Background: an optimization exercise with open tools, aiming at small area, a short achievable clock period and few clock cycles per item. Do not read the settings as production practice. Only simulation tests tie the RTL to the original design; equivalence was not proved.

==> flow/design.v <==
package neuron_pkg;
   typedef enum logic [1:0] {
      IDLE  = 2'd0,
      ACCUM = 2'd1,
      FLUSH = 2'd2,
      OUT   = 2'd3
   } mac_state_t;
   localparam logic [31:0] FP_POS_ZERO = 32'h0000_0000;
   localparam logic [31:0] FP_QNAN     = 32'h7FC0_0000;
   function automatic logic [31:0] fp_relu(input logic [31:0] v);
      fp_relu = v[31] ? FP_POS_ZERO : v;
   endfunction
endpackage
module spfp_multiplier
(
   input  logic [31:0] a_i,
   input  logic [31:0] b_i,
   output logic [31:0] p_o
);
   logic        s;
   logic [7:0]  ea, eb;
   logic [47:0] prod;
   logic [22:0] mn;
   logic        g, st;
   logic [9:0]  e, ef;
   logic [23:0] rnd;
   logic        nan;
   always_comb begin
      s    = a_i[31] ^ b_i[31];
      ea   = a_i[30:23];
      eb   = b_i[30:23];
      prod = {24'd0, 1'b1, a_i[22:0]} * {24'd0, 1'b1, b_i[22:0]};
      if (prod[47]) begin
         mn = prod[46:24];
         g  = prod[23];
         st = |prod[22:0];
      end else begin
         mn = prod[45:23];
         g  = prod[22];
         st = |prod[21:0];
      end
      e   = {2'd0, ea} + {2'd0, eb} - 10'd127 + {9'd0, prod[47]};
      rnd = {1'b0, mn} + {23'd0, g & (st | mn[0])};
      ef  = e + {9'd0, rnd[23]};
      nan = (ea == 8'hFF && a_i[22:0] != 23'd0) || (eb == 8'hFF && b_i[22:0] != 23'd0) ||
            (ea == 8'hFF && eb == 8'd0) || (eb == 8'hFF && ea == 8'd0);
      if (nan)                          p_o = neuron_pkg::FP_QNAN;
      else if (ea == 8'hFF || eb == 8'hFF) p_o = {s, 8'hFF, 23'd0};
      else if (ea == 8'd0 || eb == 8'd0)   p_o = {s, 31'd0};
      else if (ef[9] || ef == 10'd0)       p_o = {s, 31'd0};
      else if (ef >= 10'd255)              p_o = {s, 8'hFF, 23'd0};
      else                                 p_o = {s, ef[7:0], rnd[22:0]};
   end
endmodule
module spfp_adder_subtractor
(
   input  logic [31:0] a_i,
   input  logic [31:0] b_i,
   input  logic        sub_i,
   output logic [31:0] y_o
);
   function automatic logic [4:0] lzc27(input logic [26:0] v);
      logic [4:0] n;
      n = 5'd27;
      for (int i = 0; i < 27; i++)
         if (v[i]) n = 5'(26 - i);
      lzc27 = n;
   endfunction
   logic        sa, sb, sl, ss, swap, up, nan;
   logic [7:0]  ea, eb, el, d;
   logic [4:0]  sh, lz;
   logic [26:0] ml, ms, ms_al, norm;
   logic [53:0] al;
   logic [27:0] sum;
   logic [9:0]  e_n, e_f;
   logic [24:0] rnd;
   logic [22:0] mant;
   always_comb begin
      sa    = a_i[31];
      sb    = b_i[31] ^ sub_i;
      ea    = a_i[30:23];
      eb    = b_i[30:23];
      swap  = b_i[30:0] > a_i[30:0];
      sl    = swap ? sb : sa;
      ss    = swap ? sa : sb;
      el    = swap ? eb : ea;
      d     = swap ? (eb - ea) : (ea - eb);
      ml    = {1'b1, swap ? b_i[22:0] : a_i[22:0], 3'b000};
      ms    = {1'b1, swap ? a_i[22:0] : b_i[22:0], 3'b000};
      sh    = (d > 8'd27) ? 5'd27 : d[4:0];
      al    = {ms, 27'd0} >> sh;
      ms_al = al[53:27] | {26'd0, |al[26:0]};
      sum   = (sl == ss) ? ({1'b0, ml} + {1'b0, ms_al}) : ({1'b0, ml} - {1'b0, ms_al});
      lz    = lzc27(sum[26:0]);
      if (sum[27]) begin
         norm = {sum[27:2], |sum[1:0]};
         e_n  = {2'd0, el} + 10'd1;
      end else begin
         norm = sum[26:0] << lz;
         e_n  = {2'd0, el} - {5'd0, lz};
      end
      up   = norm[2] & ((|norm[1:0]) | norm[3]);
      rnd  = {1'b0, norm[26:3]} + {24'd0, up};
      e_f  = e_n + {9'd0, rnd[24]};
      mant = rnd[24] ? rnd[23:1] : rnd[22:0];
      nan  = (ea == 8'hFF && a_i[22:0] != 23'd0) || (eb == 8'hFF && b_i[22:0] != 23'd0) ||
             (ea == 8'hFF && eb == 8'hFF && sa != sb);
      if (sum == 28'd0)                y_o = neuron_pkg::FP_POS_ZERO;
      else if (e_f[9] || e_f == 10'd0) y_o = {sl, 31'd0};
      else if (e_f >= 10'd255)         y_o = {sl, 8'hFF, 23'd0};
      else                             y_o = {sl, e_f[7:0], mant};
      if (ea == 8'd0 && eb == 8'd0) y_o = {sa & sb, 31'd0};
      else if (ea == 8'd0)          y_o = {sb, b_i[30:0]};
      else if (eb == 8'd0)          y_o = a_i;
      if (nan)                 y_o = neuron_pkg::FP_QNAN;
      else if (ea == 8'hFF)    y_o = a_i;
      else if (eb == 8'hFF)    y_o = {sb, b_i[30:0]};
   end
endmodule
module ReLU
(
   input  logic [31:0] x_i,
   output logic [31:0] y_o
);
   assign y_o = neuron_pkg::fp_relu(x_i);
endmodule
module neuron_mac_seq_ctrl
#(
   parameter  int N_INPUTS = 64,
   localparam int CNT_W    = $clog2(N_INPUTS + 1)
) (
   input  logic             clk,
   input  logic             rst,
   input  logic             start_i,
   input  logic [CNT_W-1:0] len_i,
   input  logic             in_valid_i,
   input  logic             out_ready_i,
   output logic             in_ready_o,
   output logic             out_valid_o,
   output logic             busy_o,
   output logic             load_o,
   output logic             accept_o,
   output logic             flush_o
);
   neuron_pkg::mac_state_t       state_q, state_d;
   logic [CNT_W-1:0] cnt_q, cnt_d, len_q, len_d, len_clamp;
   logic             out_valid_q, out_valid_d;
   assign len_clamp = (len_i > CNT_W'(N_INPUTS)) ? CNT_W'(N_INPUTS) : len_i;
   always_ff @(posedge clk or posedge rst) begin
      if (rst) begin
         state_q     <= neuron_pkg::IDLE;
         cnt_q       <= '0;
         len_q       <= '0;
         out_valid_q <= 1'b0;
      end else begin
         state_q     <= state_d;
         cnt_q       <= cnt_d;
         len_q       <= len_d;
         out_valid_q <= out_valid_d;
      end
   end
   always_comb begin
      state_d = state_q;
      case (state_q)
         neuron_pkg::IDLE:    if (start_i) state_d = (len_clamp == '0) ? neuron_pkg::FLUSH : neuron_pkg::ACCUM;
         neuron_pkg::ACCUM:   if (accept_o && (cnt_q + CNT_W'(1) == len_q)) state_d = neuron_pkg::FLUSH;
         neuron_pkg::FLUSH:   state_d = neuron_pkg::OUT;
         neuron_pkg::OUT:     if (out_ready_i) state_d = neuron_pkg::IDLE;
         default: state_d = neuron_pkg::IDLE;
      endcase
   end
   always_comb begin
      in_ready_o  = (state_q == neuron_pkg::ACCUM);
      busy_o      = (state_q != neuron_pkg::IDLE);
      load_o      = (state_q == neuron_pkg::IDLE) && start_i;
      accept_o    = in_ready_o && in_valid_i;
      flush_o     = (state_q == neuron_pkg::FLUSH);
      out_valid_o = out_valid_q;
      cnt_d       = cnt_q;
      len_d       = len_q;
      out_valid_d = out_valid_q;
      if (load_o) begin
         cnt_d = '0;
         len_d = len_clamp;
      end
      if (accept_o) cnt_d = cnt_q + CNT_W'(1);
      if (flush_o) out_valid_d = 1'b1;
      else if (out_valid_q && out_ready_i) out_valid_d = 1'b0;
   end
endmodule
module neuron_mac_seq
#(
   parameter  int N_INPUTS = 64,
   localparam int CNT_W    = $clog2(N_INPUTS + 1)
) (
   input  logic             clk,
   input  logic             rst,
   input  logic             start,
   input  logic [CNT_W-1:0] len,
   input  logic [31:0]      bias,
   input  logic             act_en,
   output logic             busy,
   input  logic             in_valid,
   output logic             in_ready,
   input  logic [31:0]      in_x,
   input  logic [31:0]      in_w,
   output logic             out_valid,
   input  logic             out_ready,
   output logic [31:0]      out_data
);
   logic        load, accept, flush;
   logic [31:0] acc_q, acc_d, prod_q, prod_d, out_data_q, out_data_d;
   logic        prod_v_q, prod_v_d, act_en_q, act_en_d;
   logic [31:0] mul_p, add_b, add_s, relu_s;
   neuron_mac_seq_ctrl #(.N_INPUTS(N_INPUTS)) u_ctrl (
      .clk         (clk),
      .rst         (rst),
      .start_i     (start),
      .len_i       (len),
      .in_valid_i  (in_valid),
      .out_ready_i (out_ready),
      .in_ready_o  (in_ready),
      .out_valid_o (out_valid),
      .busy_o      (busy),
      .load_o      (load),
      .accept_o    (accept),
      .flush_o     (flush)
   );
   spfp_multiplier u_mul (.a_i(in_x), .b_i(in_w), .p_o(mul_p));
   assign add_b = prod_v_q ? prod_q : neuron_pkg::FP_POS_ZERO;
   spfp_adder_subtractor u_add (.a_i(acc_q), .b_i(add_b), .sub_i(1'b0), .y_o(add_s));
   ReLU u_relu (.x_i(add_s), .y_o(relu_s));
   always_comb begin
      acc_d      = acc_q;
      act_en_d   = act_en_q;
      prod_d     = accept ? mul_p : prod_q;
      prod_v_d   = accept;
      out_data_d = out_data_q;
      if (load) begin
         acc_d    = bias;
         act_en_d = act_en;
      end else if (prod_v_q) begin
         acc_d = add_s;
      end
      if (flush) out_data_d = act_en_q ? relu_s : add_s;
   end
   always_ff @(posedge clk or posedge rst) begin
      if (rst) begin
         acc_q      <= '0;
         prod_q     <= '0;
         prod_v_q   <= 1'b0;
         act_en_q   <= 1'b0;
         out_data_q <= '0;
      end else begin
         acc_q      <= acc_d;
         prod_q     <= prod_d;
         prod_v_q   <= prod_v_d;
         act_en_q   <= act_en_d;
         out_data_q <= out_data_d;
      end
   end
   assign out_data = out_data_q;
endmodule
==> flow/run.sh <==
#!/bin/bash
# synth_recipe.tcl (not shown) runs the flow's synth.tcl, then flattens the netlist and writes it again
# the make line also repeats each setting of config.mk as NAME=value (left out here)
make -C /OpenROAD-flow-scripts/flow DESIGN_CONFIG=/design/flow/config.mk WORK_HOME=/design/flow/orfs CLKGATE_MAP_FILE= SYNTH_SCRIPT=/design/flow/synth_recipe.tcl finish
==> flow/config.mk <==
export PLATFORM = sky130hd
export DESIGN_NAME = neuron_mac_seq
export DESIGN_NICKNAME = neuron_mac_seq
export VERILOG_FILES = /design/flow/design.v
export SDC_FILE = /design/flow/constraint.sdc
export NUM_CORES = 4
export LEC_CHECK = 0
export CAP_MARGIN = 20
export CORE_MARGIN = 2
export CORE_UTILIZATION = 40
export SLEW_MARGIN = 20
==> flow/constraint.sdc <==
create_clock -name core_clock -period 15.0 [get_ports {clk}]
set_input_delay 3.0000 -clock core_clock [delete_from_list [all_inputs] [get_ports {clk}]]
set_output_delay 3.0000 -clock core_clock [all_outputs]
set_load 0.01 [all_outputs]
==> run notes <==
==> path summary, 6_finish.rpt <==
| kind | to | cells after the start | startpoint | slack (ns) |
|---|---|---|---|---|
| max in group asynchronous | acc_q[7] | 3 | rst | 10.68 |
| hold / removal | prod_q[23] | 2 | prod_q[23] | 0.47 |
| hold reg to reg | prod_q[23] | 2 | prod_q[23] | 0.47 |
| setup / recovery | out_data_q[9] | 63 | prod_v_q | 0.54 |
| min in group asynchronous | u_ctrl.len_q[2] | 2 | rst | 2.99 |
| setup reg to reg | out_data_q[9] | 63 | prod_v_q | 0.54 |
==> critical path: cells and delay by family (launching register included) <==
family                   cells  cell delay (ns)
XOR/XNOR                     1             0.16
AND/OR/NAND/NOR             17             3.90
buffers and inverters        8             1.19
AO/OA/AOI/OAI               29             6.41
flip-flops                   1             0.58
adder cells (fa/ha/maj)      5             1.27
multiplexers                 3             0.84
==> repair_timing <==
item / CTS / global route
hold buffers: 0 / 0
setup buffers: 0 / 8
endpoints found under the setup margin: 0 / 93
resized for setup: 0 / 71
==> area by class of cell <==
type / instances / area (sq um)
flip-flops and latches: 115 / 2882
inverters: 698 / 2623
clock inverters: 15 / 240.2
clock buffers: 17 / 425.4
well taps: 1276 / 1597
fillers: 9531 / 48990
repair buffers: 895 / 7313
multi-input cells: 3944 / 32500
==> synthesized netlist by cell type, drive strengths merged, types with 20 or more instances <==
library cell and instances:
a211oi 44, a21o 50, a21oi 269, a221oi 26, a22o 23, a31oi 59, and2 266, and3 38
buf 66, clkbuf 219, dfrtp 115, fa 488, ha 281, inv 696, mux2 23, mux2i 43
nand2 690, nand2b 34, nand3 122, nand4 47, nor2 268, nor2b 25, nor3 111, nor4 56
o211ai 61, o21a 28, o21ai 266, o21bai 26, o221ai 27, o22ai 30, o2bb2ai 25, o31ai 29
or2 21, or3 20, xnor2 90, xor2 49
==> metal layers <==
layer	up-vias	share of wire, %	track usage (%)
met3	391	6.3	2.886
met4	0	5.0	12.93
li1	18420	-	-
met2	1621	48	52.33
met5	-	0	0
met1	19650	40	38.52
==> state kept, by name, indices dropped and copies added (netlist names) <==
register and count:
acc_q 32, out_data_q 32, prod_q 32, u_ctrl.cnt_q 7, u_ctrl.len_q 7, u_ctrl.state_q 2, act_en_q 1, prod_v_q 1
u_ctrl.out_valid_q 1
==> stage by stage <==
stage | cells | area, sq um
6_report | 6960 | 47580
5_1_grt | 6960 | 47580
4_1_cts | 6952 | 47200
3_5_place_dp | 6920 | 46530
3_3_place_gp | 6920 | 46530
2_1_floorplan | 5042 | 38870
==> cell families (layout without fill, tap and decap cells) <==
kind of cell    Yosys count  count (layout)  synth area share [%]
xor+xnor                139             139                 3.132
buf+inv                 983            1625                 9.844
fa+ha+maj               772             772                 34.26
mux                      66              66                 1.774
flops                   115             115                 7.404
compound gates         1196            1196                 21.27
simple gates           1771            1771                 22.32
==> run notes <==
Mapped Area 38870 sq um; number of buffers inserted by port buffering 143; number of diodes added for antenna fixing 0; unrepaired setup endpoints after global routing yes; slowest library cell on the worst path sky130_fd_sc_hd__dfrtp_4; Distinct cells, synth about 120; biggest cell delay along the critical path just under 0.6 ns; clk sinks 115; CP Data Required Time 15.34 ns; area fraction of the dominant cell type after synthesis 25.13%; global-route wire length before repair 235.1 mm; Clock transition at path regs 0.06 ns; detailed-route DRC error count 0; post-route fraction of the period consumed by the critical path around 96%; die extent in y 315.7 um; upper clock frequency limit 69.18 MHz; shortest period the worst path allows between 10 and 15 ns; TritonCTS clock tree done; NumNets Final about 6500; outcome complete, no violations; area enclosed by the die boundary between 90000 and 100000 sq um; Synth Register Bits 115; setup slack after layout 0.5447 ns; total vias in the final route 40080; number of top-level design ports about 140; post-synth net total 5920; placeable core region 96570 sq um; largest net degree at the start of global routing 67; number of enable-type register cells in the synthesized netlist 0; dpl hpwl 126.5 mm; Max transition margin 26.31%; path type of the worst min-delay path reg2reg; final-report max-slew violation count 0; Post-synth ARST share 100.0%; number of cell rows 114; worst slack after detailed placement -0.3147 ns; initial DRC count 3403; router iterations before antenna repair 6; layout overhead on the synthesized area 22.40%; dominant cells by area after synthesis sky130_fd_sc_hd__fa_1, sky130_fd_sc_hd__ha_1, sky130_fd_sc_hd__dfrtp_1; slew at the pin closest to its max-slew limit 1.104 ns; Chip Width 315.7 um; GRT Total Usage 30.25%; Via density 5.759; Longest Clk Path Bufs 2; leading cell type in the layout, fill and taps excluded sky130_fd_sc_hd__buf_4; utilization after layout 49.27%; total of max-cap violations 0; number of global-route vias before repair 40300; average wire per standard cell about 22 um; most common flop cell mapped by yosys sky130_fd_sc_hd__dfrtp_1; kind of end point of the critical path flip-flop; layout cell share with drive strength beyond 1 16.92%; routed wire length 151.8 mm; Mapped Cells 5042; antenna-violating nets left 0; Syn Area/Cell 7.709 sq um; starting utilization of the core area 40.25%; type of the worst setup path reg2reg; maximum clock skew at final layout 0.01111 ns; synth warn 5; total overflow reported by the global router 0; Synth area leader sky130_fd_sc_hd__fa_1; commonest cells after routing, fill and taps aside sky130_fd_sc_hd__buf_4, sky130_fd_sc_hd__inv_1, sky130_fd_sc_hd__nand2_1; total of endpoints with negative setup slack in the final report 0; Fin. Hold Viols 0; post-route setup TNS 0 ns; antenna violations before repair 0; cell repeated most along the worst path sky130_fd_sc_hd__a21o_1; Worst setup SP type flip-flop; share of synthesized area occupied by flip-flops and latches ~7.4%; total clock buffers created by CTS 17; Worst Hold Margin 0.4709 ns; H-tree level count 4; Root Driver sky130_fd_sc_hd__clkbuf_16; Arr. time, crit path 14.80 ns; maximum fanout along the worst path 14; clock latency at the later pin of the worst-skew pair between 0.4 and 0.5 ns; Final GP Congestion between 1 and 1.5
Testbench counts, summed over its fixed seeds: cycles 8,599, items 7,831.

## port drivers added, routing unchanged
The results above use ideal ports. As a check the final layout listed here was re-extracted and re-timed, cells and wires unchanged.
Step 1 (the two cells are an assumption about what drives the block):
set clk [get_ports {clk}]
set_driving_cell -lib_cell sky130_fd_sc_hd__clkbuf_16 $clk
set_driving_cell -lib_cell sky130_fd_sc_hd__buf_2 [delete_from_list [all_inputs] $clk]
Step 2 times the ports against the registers' clock, not the clock port: input delays grow and output delays shrink by t, the midpoint of the rising clock arrivals with the driver on.
a / b / c = ideal ports / drivers / drivers and shift; a / b = the first two.
shift t [ns]: 0.454
setup slack, ns: 0.545 / 0.545 / 0.205
cell pins on the clock port's net: 1
After both steps this run still meets setup and hold. For this run, drivers alone change the setup slack by 0.000 ns; drivers and shift together by -0.340 ns.
